From an optimization exercise on the open Yosys and OpenROAD flow, aimed at small area; shortcuts taken in it are not production practice. In this exercise RTL edits were held to simulation tests only and were not proved equivalent to the original. Power is estimated from default activity; no workload was simulated.

==> flow/design.v <==
package spmv_mem_pkg;
    localparam int ADDR_W  = 48;
    localparam int DATA_W  = 64;
    localparam int TAG_W   = 3;
    localparam int RDCTL_W = 32;
endpackage
module spmv_sync_fifo #(
    parameter int WIDTH   = 8,
    parameter int DEPTH   = 8,
    parameter int MASK_LO = WIDTH
) (
    input  logic                   clk,
    input  logic                   rst_n,
    input  logic                   push,
    input  logic [WIDTH-1:0]       din,
    input  logic                   pop,
    input  logic                   last_hi_en,
    output logic [WIDTH-1:0]       head,
    output logic [WIDTH-1:0]       last,
    output logic [$clog2(DEPTH):0] count
);
    logic [WIDTH-1:0] mem [DEPTH];
    localparam int AW = $clog2(DEPTH);
    logic [AW-1:0]    wr_ptr, wr_ptr_n, rd_ptr;
    logic [DEPTH-1:0] rd_sel;
    logic [DEPTH-1:0] last_sel, last_sel_hi;
    logic [DEPTH-1:0] row_we, row_hold;
    always_comb begin
        for (int k = 0; k < DEPTH; k++) begin
            rd_sel[k]      = (rd_ptr == AW'(k));
        end
        for (int k = 0; k < DEPTH; k++) begin
            last_sel[k]    = rd_sel[(k + 1) % DEPTH];
            last_sel_hi[k] = last_sel[k] && last_hi_en;
            row_we[k]      = push && (wr_ptr == AW'(k));
            row_hold[k]    = !push || (wr_ptr_n != AW'(DEPTH - 1 - k));
        end
    end
    always_comb begin
        head = '0;
        last = '0;
        for (int k = 0; k < DEPTH; k++) begin
            head = head | (mem[k] & {WIDTH{rd_sel[k]}});
            for (int b = 0; b < WIDTH; b++) begin
                if (b < MASK_LO) last[b] = last[b] | (mem[k][b] & last_sel[k]);
                else             last[b] = last[b] | (mem[k][b] & last_sel_hi[k]);
            end
        end
    end
    for (genvar k = 0; k < DEPTH; k++) begin : g_row
        logic [WIDTH-1:0] row;
        always_ff @(posedge clk) begin
            row <= (row & {WIDTH{row_hold[k]}}) | (din & {WIDTH{row_we[k]}});
        end
        assign mem[k] = row;
    end
    always_ff @(posedge clk or negedge rst_n) begin
        if (!rst_n) begin
            wr_ptr   <= '0;
            wr_ptr_n <= '1;
            rd_ptr   <= '0;
            count    <= '0;
        end else begin
            if (push) begin
                wr_ptr   <= wr_ptr + 1'b1;
                wr_ptr_n <= wr_ptr_n - 1'b1;
            end
            if (pop) rd_ptr <= rd_ptr + 1'b1;
            case ({push, pop})
                2'b10:   count <= count + 1'b1;
                2'b01:   count <= count - 1'b1;
                default: ;
            endcase
        end
    end
endmodule
import spmv_mem_pkg::*;
module spmv_mem_port #(
    parameter int REQ_DEPTH    = 8,
    parameter int RSP_DEPTH    = 8,
    parameter int STALL_MARGIN = 2
) (
    input  logic               clk,
    input  logic               rst_n,
    input  logic               req_mem_ld,
    input  logic               req_mem_st,
    input  logic [ADDR_W-1:0]  req_mem_addr,
    input  logic [DATA_W-1:0]  req_mem_d_or_tag,
    output logic               req_mem_stall,
    output logic               rsp_mem_push,
    output logic [TAG_W-1:0]   rsp_mem_tag,
    output logic [DATA_W-1:0]  rsp_mem_q,
    input  logic               rsp_mem_stall,
    output logic               mc_req_ld,
    output logic               mc_req_st,
    output logic [ADDR_W-1:0]  mc_req_vadr,
    output logic [DATA_W-1:0]  mc_req_wrd_rdctl,
    input  logic               mc_rd_rq_stall,
    input  logic               mc_wr_rq_stall,
    input  logic               mc_rsp_push,
    input  logic [RDCTL_W-1:0] mc_rsp_rdctl,
    input  logic [DATA_W-1:0]  mc_rsp_data,
    output logic               mc_rsp_stall,
    output logic               idle,
    output logic               err
);
    localparam int RQ_W  = DATA_W + ADDR_W + 1;
    localparam int RQ_HI = ADDR_W + 1 + TAG_W;
    localparam int RS_W  = TAG_W + DATA_W;
    localparam int RQ_CW = $clog2(REQ_DEPTH) + 1;
    localparam int CR_W  = $clog2(RSP_DEPTH) + 1;
    localparam logic [RQ_CW-1:0] STALL_LVL = RQ_CW'(REQ_DEPTH - STALL_MARGIN);
    localparam logic [RQ_CW-1:0] REQ_FULL  = RQ_CW'(REQ_DEPTH);
    localparam logic [CR_W-1:0]  CRED_MAX  = CR_W'(RSP_DEPTH);
    logic [RQ_W-1:0]   req_in, req_head, req_last;
    logic [RS_W-1:0]   rsp_in, rsp_head, rsp_last;
    logic [RQ_CW-1:0]  req_count;
    logic [CR_W-1:0]   rsp_count;
    logic              req_full, req_empty, rsp_empty;
    logic              head_is_st;
    logic [CR_W-1:0]   credits, credits_nxt;
    logic [CR_W:0]     claimed;
    logic [RQ_CW-1:0]  req_left;
    logic              req_one, req_push, req_bad;
    logic              issue_ld, issue_st, issue;
    logic              rsp_ok, rsp_push, rsp_bad, rsp_pop;
    logic              unused_rdctl;
    assign unused_rdctl = ^{mc_rsp_rdctl[RDCTL_W-1:TAG_W], req_head, rsp_head};
    assign req_full  = (req_count == REQ_FULL);
    assign req_empty = (req_count == '0);
    assign rsp_empty = (rsp_count == '0);
    assign req_one  = req_mem_ld ^ req_mem_st;
    assign req_push = req_one && !req_full;
    assign req_bad  = (req_mem_ld && req_mem_st) || (req_one && req_full);
    assign req_in   = {req_mem_d_or_tag[DATA_W-1:TAG_W], req_mem_addr, req_mem_st,
                       req_mem_d_or_tag[TAG_W-1:0]};
    assign req_mem_stall = (req_count >= STALL_LVL);
    assign mc_rsp_stall  = 1'b0;
    spmv_sync_fifo #(.WIDTH(RQ_W), .DEPTH(REQ_DEPTH), .MASK_LO(RQ_HI)) u_req_fifo (
        .clk        (clk),
        .rst_n      (rst_n),
        .push       (req_push),
        .din        (req_in),
        .pop        (issue),
        .last_hi_en (mc_req_st),
        .head       (req_head),
        .last       (req_last),
        .count      (req_count)
    );
    assign head_is_st = req_head[TAG_W];
    assign issue_ld = !req_empty && !head_is_st && !mc_rd_rq_stall && (credits != '0);
    assign issue_st = !req_empty &&  head_is_st && !mc_wr_rq_stall;
    assign issue    = issue_ld || issue_st;
    assign mc_req_vadr      = req_last[TAG_W+1 +: ADDR_W];
    assign mc_req_wrd_rdctl = {req_last[RQ_W-1:RQ_HI], req_last[TAG_W-1:0]};
    assign claimed  = {1'b0, credits} + {1'b0, rsp_count};
    assign rsp_ok   = (claimed < {1'b0, CRED_MAX});
    assign rsp_push = mc_rsp_push && rsp_ok;
    assign rsp_bad  = mc_rsp_push && !rsp_ok;
    assign rsp_in   = {mc_rsp_rdctl[TAG_W-1:0], mc_rsp_data};
    assign rsp_pop  = !rsp_empty && !rsp_mem_stall;
    spmv_sync_fifo #(.WIDTH(RS_W), .DEPTH(RSP_DEPTH)) u_rsp_fifo (
        .clk        (clk),
        .rst_n      (rst_n),
        .push       (rsp_push),
        .din        (rsp_in),
        .pop        (rsp_pop),
        .last_hi_en (1'b1),
        .head       (rsp_head),
        .last       (rsp_last),
        .count      (rsp_count)
    );
    assign rsp_mem_tag = rsp_last[RS_W-1 -: TAG_W];
    assign rsp_mem_q   = rsp_last[DATA_W-1:0];
    always_comb begin
        credits_nxt = credits;
        case ({issue_ld, rsp_pop})
            2'b10:   credits_nxt = credits - 1'b1;
            2'b01:   credits_nxt = credits + 1'b1;
            default: ;
        endcase
    end
    assign req_left = req_count - RQ_CW'(issue);
    always_ff @(posedge clk or negedge rst_n) begin
        if (!rst_n) begin
            credits      <= CRED_MAX;
            err          <= 1'b0;
            idle         <= 1'b1;
            mc_req_ld    <= 1'b0;
            mc_req_st    <= 1'b0;
            rsp_mem_push <= 1'b0;
        end else begin
            credits      <= credits_nxt;
            if (req_bad || rsp_bad) err <= 1'b1;
            idle         <= !req_push && (req_left == '0) && (credits_nxt == CRED_MAX);
            mc_req_ld    <= issue_ld;
            mc_req_st    <= issue_st;
            rsp_mem_push <= rsp_pop;
        end
    end
endmodule
clock: 4.0 ns
lec_check: 0
cap_margin: 10
core_margin: 2
core_utilization: 40
slew_margin: 10
standard.sh (not shown) runs the stock make flow with config.mk's settings and CLKGATE_MAP_FILE= SYNTH_SCRIPT=/design/flow/synth_recipe.tcl, a recipe that flattens the netlist after the stock synthesis.
==> flow/flow/run.sh <==
#!/bin/bash
# Standard layout with these changes:
#  - synthesis maps logic with an area-oriented ABC script (flow/area.abc) in
#    place of ORFS's speed script; everything else in the standard flow's synthesis script
#    is unchanged, so the registers are the standard synthesis's;
#  - ports are buffered with buf_1;
#  - the clock tree uses small clock buffers, larger sink clusters, no dummy loads.
set -euo pipefail
W=$PWD
{
  echo "proc abc {args} {"
  echo "  set i [lsearch -exact \$args -script]"
  echo "  if {\$i >= 0} { lset args [expr {\$i + 1}] $W/flow/area.abc }"
  echo "  yosys abc {*}\$args"
  echo "}"
  cat synth_recipe.tcl
} > own_synth.tcl
bash standard.sh synth "SYNTH_SCRIPT=$W/own_synth.tcl" > synth_make.log 2>&1
bash standard.sh finish "SYNTH_SCRIPT=$W/own_synth.tcl" \
  "BUFFER_PORTS_ARGS=-buffer_cell sky130_fd_sc_hd__buf_1" \
  "CTS_ARGS=-sink_clustering_enable -repair_clock_nets -dont_use_dummy_load -buf_list {sky130_fd_sc_hd__clkbuf_4 sky130_fd_sc_hd__clkbuf_8} -sink_clustering_size 16 -sink_clustering_max_diameter 100 -root_buf sky130_fd_sc_hd__clkbuf_16" \
  > layout_make.log 2>&1
==> flow/flow/area.abc <==
&get -n
&st
&syn2
&dch -f
&nf -a -R 1000
&put
Next try:
--- a/flow/flow/run.sh
+++ b/flow/flow/run.sh
@@ -20,3 +20,3 @@
   "BUFFER_PORTS_ARGS=-buffer_cell sky130_fd_sc_hd__buf_1" \
-  "CTS_ARGS=-sink_clustering_enable -repair_clock_nets -dont_use_dummy_load -buf_list {sky130_fd_sc_hd__clkbuf_4 sky130_fd_sc_hd__clkbuf_8} -sink_clustering_size 16 -sink_clustering_max_diameter 100 -root_buf sky130_fd_sc_hd__clkbuf_16" \
+  "CTS_ARGS=-sink_clustering_enable -repair_clock_nets -dont_use_dummy_load -buf_list {sky130_fd_sc_hd__clkbuf_4 sky130_fd_sc_hd__clkbuf_8} -sink_clustering_size 16 -sink_clustering_max_diameter 50" \
   > layout_make.log 2>&1
--- a/flow/config.mk
+++ b/flow/config.mk
@@ -7,5 +7,5 @@
 export LEC_CHECK = 0
-export CAP_MARGIN = 10
+export CAP_MARGIN = 20
 export CORE_MARGIN = 2
-export CORE_UTILIZATION = 40
-export SLEW_MARGIN = 10
+export CORE_UTILIZATION = 45
+export SLEW_MARGIN = 20
The new run passed the timing, DRC and antenna checks; die area decreases by roughly a tenth; worst setup slack gets better by 40 ps; clock-buffer cell count rose by 39; clock power increases by roughly a tenth; routed wire length goes up slightly; flip-flop and latch count does not change; global-route usage grows by 3.6 points; critical path depth grows by 1.
Next try:
--- a/flow/flow/run.sh
+++ b/flow/flow/run.sh
@@ -20,3 +20,3 @@
   "BUFFER_PORTS_ARGS=-buffer_cell sky130_fd_sc_hd__buf_1" \
-  "CTS_ARGS=-sink_clustering_enable -repair_clock_nets -dont_use_dummy_load -buf_list {sky130_fd_sc_hd__clkbuf_4 sky130_fd_sc_hd__clkbuf_8} -sink_clustering_size 16 -sink_clustering_max_diameter 50" \
+  "CTS_ARGS=-sink_clustering_enable -repair_clock_nets -dont_use_dummy_load -buf_list {sky130_fd_sc_hd__clkbuf_4 sky130_fd_sc_hd__clkbuf_8} -sink_clustering_size 16 -sink_clustering_max_diameter 100" \
   > layout_make.log 2>&1
- die area is unchanged
- power is lower by 2.0%
- clock power goes down by 13%
- synthesized cell count stays the same
- first-iteration DRC count decreases by 0.43%
- count of clock-buffer cells in the layout goes down by 39
Next try:
--- a/flow/flow/run.sh
+++ b/flow/flow/run.sh
@@ -6,3 +6,4 @@
 #  - ports are buffered with buf_1;
-#  - the clock tree uses small clock buffers, larger sink clusters, no dummy loads.
+#  - the clock tree uses small clock buffers, larger sink clusters, no dummy loads;
+#  - repair does not use buf_8, buf_12 or buf_16.
 set -euo pipefail
@@ -18,5 +19,10 @@
 bash standard.sh synth "SYNTH_SCRIPT=$W/own_synth.tcl" > synth_make.log 2>&1
+# Layout steps also keep the large buffers (buf_8, buf_12, buf_16) out of repair, on top of
+# the platform's own don't-use list.
+DONT_USE="$(make -s -C "$FLOW_HOME" DESIGN_CONFIG="$W/config.mk" WORK_HOME="$W/orfs" print-DONT_USE_CELLS 2>/dev/null | sed -n 's/^DONT_USE_CELLS: //p')"
+[[ -n "$DONT_USE" ]] || { echo "could not read DONT_USE_CELLS" >&2; exit 1; }
 bash standard.sh finish "SYNTH_SCRIPT=$W/own_synth.tcl" \
+  "DONT_USE_CELLS=$DONT_USE sky130_fd_sc_hd__buf_8 sky130_fd_sc_hd__buf_12 sky130_fd_sc_hd__buf_16" \
   "BUFFER_PORTS_ARGS=-buffer_cell sky130_fd_sc_hd__buf_1" \
-  "CTS_ARGS=-sink_clustering_enable -repair_clock_nets -dont_use_dummy_load -buf_list {sky130_fd_sc_hd__clkbuf_4 sky130_fd_sc_hd__clkbuf_8} -sink_clustering_size 16 -sink_clustering_max_diameter 100" \
+  "CTS_ARGS=-sink_clustering_enable -repair_clock_nets -dont_use_dummy_load -buf_list {sky130_fd_sc_hd__clkbuf_4 sky130_fd_sc_hd__clkbuf_8} -sink_clustering_size 16 -sink_clustering_max_diameter 100 -root_buf sky130_fd_sc_hd__clkbuf_16" \
   > layout_make.log 2>&1
--- a/flow/config.mk
+++ b/flow/config.mk
@@ -7,5 +7,5 @@
 export LEC_CHECK = 0
-export CAP_MARGIN = 20
+export CAP_MARGIN = 10
 export CORE_MARGIN = 2
-export CORE_UTILIZATION = 45
-export SLEW_MARGIN = 20
+export CORE_UTILIZATION = 40
+export SLEW_MARGIN = 10
The new run went through all stages and came out clean; die area grows by 12%; worst setup slack is worse by 18 ps; final area stays flat; sequential power stays flat.
Next try:
==> flow/flow/run.sh (replaced) <==
#!/bin/bash
# Standard layout with these changes:
#  - synthesis maps logic with an area-oriented ABC script (flow/area.abc) in
#    place of ORFS's speed script; everything else in the standard flow's synthesis script
#    is unchanged, so the registers are the standard synthesis's;
#  - ports are buffered with buf_1;
#  - the clock tree uses small clock buffers, larger sink clusters, no dummy loads.
set -euo pipefail
W=$PWD
{
  echo "proc abc {args} {"
  echo "  set i [lsearch -exact \$args -script]"
  echo "  if {\$i >= 0} { lset args [expr {\$i + 1}] $W/flow/area.abc }"
  echo "  yosys abc {*}\$args"
  echo "}"
  cat synth_recipe.tcl
} > own_synth.tcl
bash standard.sh synth "SYNTH_SCRIPT=$W/own_synth.tcl" > synth_make.log 2>&1
bash standard.sh finish "SYNTH_SCRIPT=$W/own_synth.tcl" \
  "BUFFER_PORTS_ARGS=-buffer_cell sky130_fd_sc_hd__buf_1" \
  "CTS_ARGS=-sink_clustering_enable -repair_clock_nets -dont_use_dummy_load -buf_list {sky130_fd_sc_hd__clkbuf_16} -sink_clustering_size 30 -sink_clustering_max_diameter 60" \
  > layout_make.log 2>&1
--- a/flow/config.mk
+++ b/flow/config.mk
@@ -7,5 +7,5 @@
 export LEC_CHECK = 0
-export CAP_MARGIN = 10
+export CAP_MARGIN = 20
 export CORE_MARGIN = 2
-export CORE_UTILIZATION = 40
-export SLEW_MARGIN = 10
+export CORE_UTILIZATION = 45
+export SLEW_MARGIN = 20
After rerunning: The new run passed the timing, DRC and antenna checks. Maximum frequency goes up by 0.42%. Synthesized area is unchanged. Clock-buffer cell count goes up by 9. Total power goes up by 6.0%.

separate check: timing with driven ports:
The results above use ideal ports. As a check the final layouts listed here were re-extracted and re-timed, cells and wires unchanged.
Step 1 assumes that a clkbuf_16 drives the clock port and a buf_2 every other input.
Step 2, shift: input delay + t, output delay - t, t = (earliest + latest rising clock arrival at the registers) / 2. This alone moves slack from input paths to output paths.
Three values: ideal, step 1, step 2; two values: the first two.
run | t (ns) | slack for setup (ns) | latest minus earliest clock arrival (ns) | worst data-port slew with drivers (ns) | cell pins on the clock port's net
the first run | 0.742 | 0.054 / -0.020 / 0.462 | 0.068 / 0.069 | 0.14 | 1
the second run | 0.905 | 0.094 / 0.023 / 0.422 | 0.100 / 0.100 | 0.13 | 1
the third run | 0.860 | 0.109 / 0.038 / 0.394 | 0.072 / 0.072 | 0.15 | 1
the fourth run | 0.731 | 0.092 / 0.020 / 0.346 | 0.072 / 0.072 | 0.14 | 1
the fifth run | 0.764 | 0.108 / 0.034 / 0.340 | 0.099 / 0.099 | 0.16 | 1
After both steps setup and hold are still met in every run listed.
